Background: an optimization exercise with open tools, aiming at small area and a short achievable clock period. Do not read the settings as production practice.

==> flow/design.v <==
module mdu_ctrl (
  input  logic        clk,
  input  logic        reset,
  input  logic [3:0]  op,
  input  logic        valid,
  input  logic        flush,
  input  logic [31:0] A,
  input  logic [31:0] B,
  output logic        start,
  output logic        busy,
  output logic [31:0] out,
  output logic [31:0] HI,
  output logic [31:0] LO
);
  localparam int W = 35;
  logic        busy_q;
  logic [3:0]  cnt_q;       
  logic        md_q;        
  logic        sg_q;        
  logic        nr_q;        
  logic        qp_q;        
  logic [31:0] hi_q, lo_q;
  logic [31:0] m_q;         
  logic [35:0] q_q;         
  logic [W-1:0] r_q;        
  wire is_mul = (op == 4'd1) | (op == 4'd2);
  wire is_div = (op == 4'd3) | (op == 4'd4);
  wire is_sg  = (op == 4'd1) | (op == 4'd3);
  wire accept = valid & ~flush & ~busy_q;
  assign start = accept & (is_mul | is_div);
  assign busy  = busy_q;
  assign HI    = hi_q;
  assign LO    = lo_q;
  always_comb begin
    out = 32'd0;
    if (op == 4'd7)      out = hi_q;
    else if (op == 4'd8) out = lo_q;
  end
  wire first = (cnt_q == 4'd0);
  wire c4    = (cnt_q == 4'd4);
  wire c9    = (cnt_q == 4'd9);
  wire mfix  = ~md_q & c4;                 
  wire dfix  =  md_q & c9;                 
  wire last  = md_q ? c9 : c4;
  wire dstep =  md_q & ~c9;
  wire sd    = sg_q & m_q[31];             
  wire nq    = md_q & (sd ^ nr_q);         
  wire dz    = (m_q == 32'd0);
  wire [W-1:0] mx = {{(W-32){sd}}, m_q};
  logic       tsel [4];
  logic       r0u, r0l;
  logic       one [4], two [4], bneg [4];
  logic       dbit [4];
  logic       inv0;
  logic [W-1:0] s [4];
  always_comb begin
    for (int i = 0; i < 4; i++) begin
      one[i] = 1'b0; two[i] = 1'b0; bneg[i] = 1'b0; dbit[i] = 1'b0;
      tsel[i] = 1'b0;
    end
    r0u = 1'b0; r0l = 1'b0; inv0 = 1'b0;
    if (~md_q) begin
      if (~c4) begin
        for (int i = 0; i < 4; i++) begin
          logic x0, x1, x2;
          x0 = (i == 0) ? qp_q : q_q[2*i-1];
          x1 = q_q[2*i];
          x2 = q_q[2*i+1];
          one[i]  = x1 ^ x0;
          two[i]  = (x2 & ~x1 & ~x0) | (~x2 & x1 & x0);
          bneg[i] = x2;
          tsel[i] = 1'b1;
        end
        tsel[0] = ~first;
      end else begin
        tsel[0] = 1'b1; one[0] = ~sg_q & qp_q;
        tsel[3] = 1'b1;
      end
    end else begin
      if (~c9) begin
        for (int i = 0; i < 4; i++) begin
          dbit[i] = q_q[35-i];
          one[i]  = 1'b1;
        end
        r0l = ~first;
      end else begin
        r0u = 1'b1; inv0 = nr_q;
        two[1] = r_q[32]; bneg[1] = r_q[32] & (sd ^ nr_q);
        tsel[3] = 1'b1;
      end
    end
  end
  logic sprev [4];
  assign sprev[0] = first ? 1'b0 : r_q[32];
  assign sprev[1] = s[0][32];
  assign sprev[2] = s[1][32];
  assign sprev[3] = s[2][32];
  genvar gi, gj;
  generate
    for (gi = 0; gi < 4; gi++) begin : g_row
      logic [W-1:0] prev, ain, xv;
      logic [W:0]   cy;
      logic         neg, ivt;
      if (gi == 0) begin : g_p0
        assign prev = r_q;
      end else begin : g_pn
        assign prev = s[gi-1];
      end
      assign neg = dstep ? ~(sprev[gi] ^ sd) : bneg[gi];
      assign ivt = (gi == 0) ? inv0 : 1'b0;
      for (gj = 0; gj < W; gj++) begin : g_bit
        wire t_in = prev[(gj + 2 < W) ? gj + 2 : W-1];
        wire l_in = (gj == 0) ? dbit[gi] : prev[(gj > 0) ? gj-1 : 0];
        wire a0;
        if (gi == 0) begin : g_r0
          assign a0 = r0u ? prev[gj] : tsel[0] ? t_in : (r0l | (gj == 0)) ? l_in : 1'b0;
        end else begin : g_rn
          assign a0 = tsel[gi] ? t_in : l_in;
        end
        assign ain[gj] = a0 ^ ivt;
        if (gj == 0) begin : g_x0
          assign xv[gj] = (one[gi] & mx[gj]) ^ neg;
        end else begin : g_xn
          assign xv[gj] = ((one[gi] & mx[gj]) | (two[gi] & mx[gj-1])) ^ neg;
        end
        assign s[gi][gj]  = ain[gj] ^ xv[gj] ^ cy[gj];
        assign cy[gj+1]   = (ain[gj] & xv[gj]) | (cy[gj] & (ain[gj] ^ xv[gj]));
      end
      assign cy[0] = neg | ivt;
    end
  endgenerate
  wire        a_n    = (op == 4'd3) & A[31];
  wire [31:0] ng_in  = busy_q ? q_q[31:0] : A;
  wire        ng_en  = busy_q ? nq : a_n;
  wire [31:0] ng_out = ng_en ? (~ng_in + 32'd1) : ng_in;
  wire [31:0] a_abs  = ng_out;
  wire [31:0] res_lo = ng_out;
  always_ff @(posedge clk) begin
    r_q <= s[3];
    if (~busy_q) begin
      cnt_q <= 4'd0;
      md_q  <= is_div;
      sg_q  <= is_sg;
      nr_q  <= a_n;
      qp_q  <= 1'b0;
      m_q   <= B;
      q_q   <= {4'd0, a_abs};
    end else begin
      cnt_q <= cnt_q + 4'd1;
      qp_q  <= q_q[7];
      q_q[35:32] <= q_q[31:28];
      if (~md_q)
        q_q[31:0] <= {s[3][1:0], s[2][1:0], s[1][1:0], s[0][1:0], q_q[31:8]};
      else
        q_q[31:0] <= {q_q[27:0], ~s[0][32], ~s[1][32], ~s[2][32], ~s[3][32]};
    end
  end
  wire wr_hi  = accept & (op == 4'd5);
  wire wr_lo  = accept & (op == 4'd6);
  wire commit = busy_q & last & ~(md_q & dz);
  wire [31:0] hi_d = ({32{wr_hi}} & A) | ({32{commit}} & s[3][31:0]) | ({32{~wr_hi & ~commit}} & hi_q);
  wire [31:0] lo_d = ({32{wr_lo}} & A) | ({32{commit}} & res_lo) | ({32{~wr_lo & ~commit}} & lo_q);
  always_ff @(posedge clk or negedge reset) begin
    if (!reset) begin
      busy_q <= 1'b0;
      hi_q   <= 32'd0;
      lo_q   <= 32'd0;
    end else begin
      busy_q <= busy_q ? ~last : start;
      hi_q   <= hi_d;
      lo_q   <= lo_d;
    end
  end
endmodule
clock: 150.0 ns
lec_check: 0
cap_margin: 20
core_margin: 2
core_utilization: 70
slew_margin: 20
standard.sh (not shown) runs the stock make flow with config.mk's settings and CLKGATE_MAP_FILE= SYNTH_SCRIPT=/design/flow/synth_recipe.tcl, a recipe that flattens the netlist after the stock synthesis.
==> flow/flow/run.sh <==
#!/bin/bash
# The standard ORFS layout, with the smallest buffer on the ports and a smaller
# clock tree (clkbuf_8 only, no dummy loads).
set -euo pipefail
bash standard.sh \
  BUFFER_PORTS_ARGS="-buffer_cell sky130_fd_sc_hd__buf_1" \
  CTS_ARGS="-sink_clustering_enable -repair_clock_nets -dont_use_dummy_load -root_buf sky130_fd_sc_hd__clkbuf_8 -buf_list sky130_fd_sc_hd__clkbuf_8" \
  finish > standard_flow.log 2>&1
The first run completed without violations.
Change:
==> flow/flow/run.sh (replaced) <==
#!/bin/bash
# The standard ORFS layout with three changes:
#  - synthesis skips the quick ABC pass inside Yosys's synth command (SYNTH_ARGS=-noabc), so the
#    full adders are extracted from the written ripple-carry logic with clean carry chains;
#    registers and the final ABC mapping are unchanged;
#  - the ports get the smallest buffer;
#  - the clock tree uses no dummy loads.
set -euo pipefail
bash standard.sh \
  SYNTH_ARGS="-noabc" \
  BUFFER_PORTS_ARGS="-buffer_cell sky130_fd_sc_hd__buf_1" \
  CTS_ARGS="-sink_clustering_enable -repair_clock_nets -dont_use_dummy_load" \
  finish > standard_flow.log 2>&1
CORE_UTILIZATION = 65   (was 70)
Wire length came out lower by a few percent.
Non-clock buffer count came out lower by 1.
Utilization came out lower by 4.2 points.
Sequential share of layout area came out lower by 0.48 points.
Synthesized area came out higher slightly.
Worst setup slack degrades by 0.66 ns.
Die area came out higher by a little under a tenth.
Critical path depth came out lower by 10.
Cell count came out higher by a few percent.
Register-to-register slack degrades by 0.66 ns.
Change:
--- a/flow/flow/run.sh
+++ b/flow/flow/run.sh
@@ -7 +7 @@
-#  - the clock tree uses no dummy loads.
+#  - the clock tree uses no dummy loads and clkbuf_8 below the root.
@@ -12 +12 @@
-  CTS_ARGS="-sink_clustering_enable -repair_clock_nets -dont_use_dummy_load" \
+  CTS_ARGS="-sink_clustering_enable -repair_clock_nets -dont_use_dummy_load -root_buf sky130_fd_sc_hd__clkbuf_16 -buf_list sky130_fd_sc_hd__clkbuf_8 -sink_clustering_max_diameter 40" \
Core utilization came out lower by 0.78 points.
Critical path depth stays the same.
Flip-flop and latch count is unchanged.
Cell area came out lower by 1.1%.
Routed wire length falls by 0.75%.
No functional check of the RTL was part of any run of this note.

-- port drivers added, routing unchanged --
How much do the figures lean on ideal ports? The routed layouts below were timed once more, with nothing changed but the port constraints. Step 1, drivers: a clkbuf_16 drives clk and a buf_2 each remaining input, both assumed. Step 2 adds t to the input delays and takes it off the output delays; t is the mean of the earliest and latest rising clock arrival at the registers after step 1. Input paths then give back, and output paths get back, about the clock's delay inside the block. Three values: no drivers, after step 1, after step 2; two values: the first two.
run | shift t [ns] | setup WS [ns] | cell pins on the clock port's net
the first run | 0.516 | 88.286 / 88.286 / 88.286 | 1
the second run | 0.475 | 87.629 / 87.629 / 87.629 | 1
the third run | 0.434 | 87.683 / 87.683 / 87.683 | 1
After both steps every run listed still meets setup and hold.
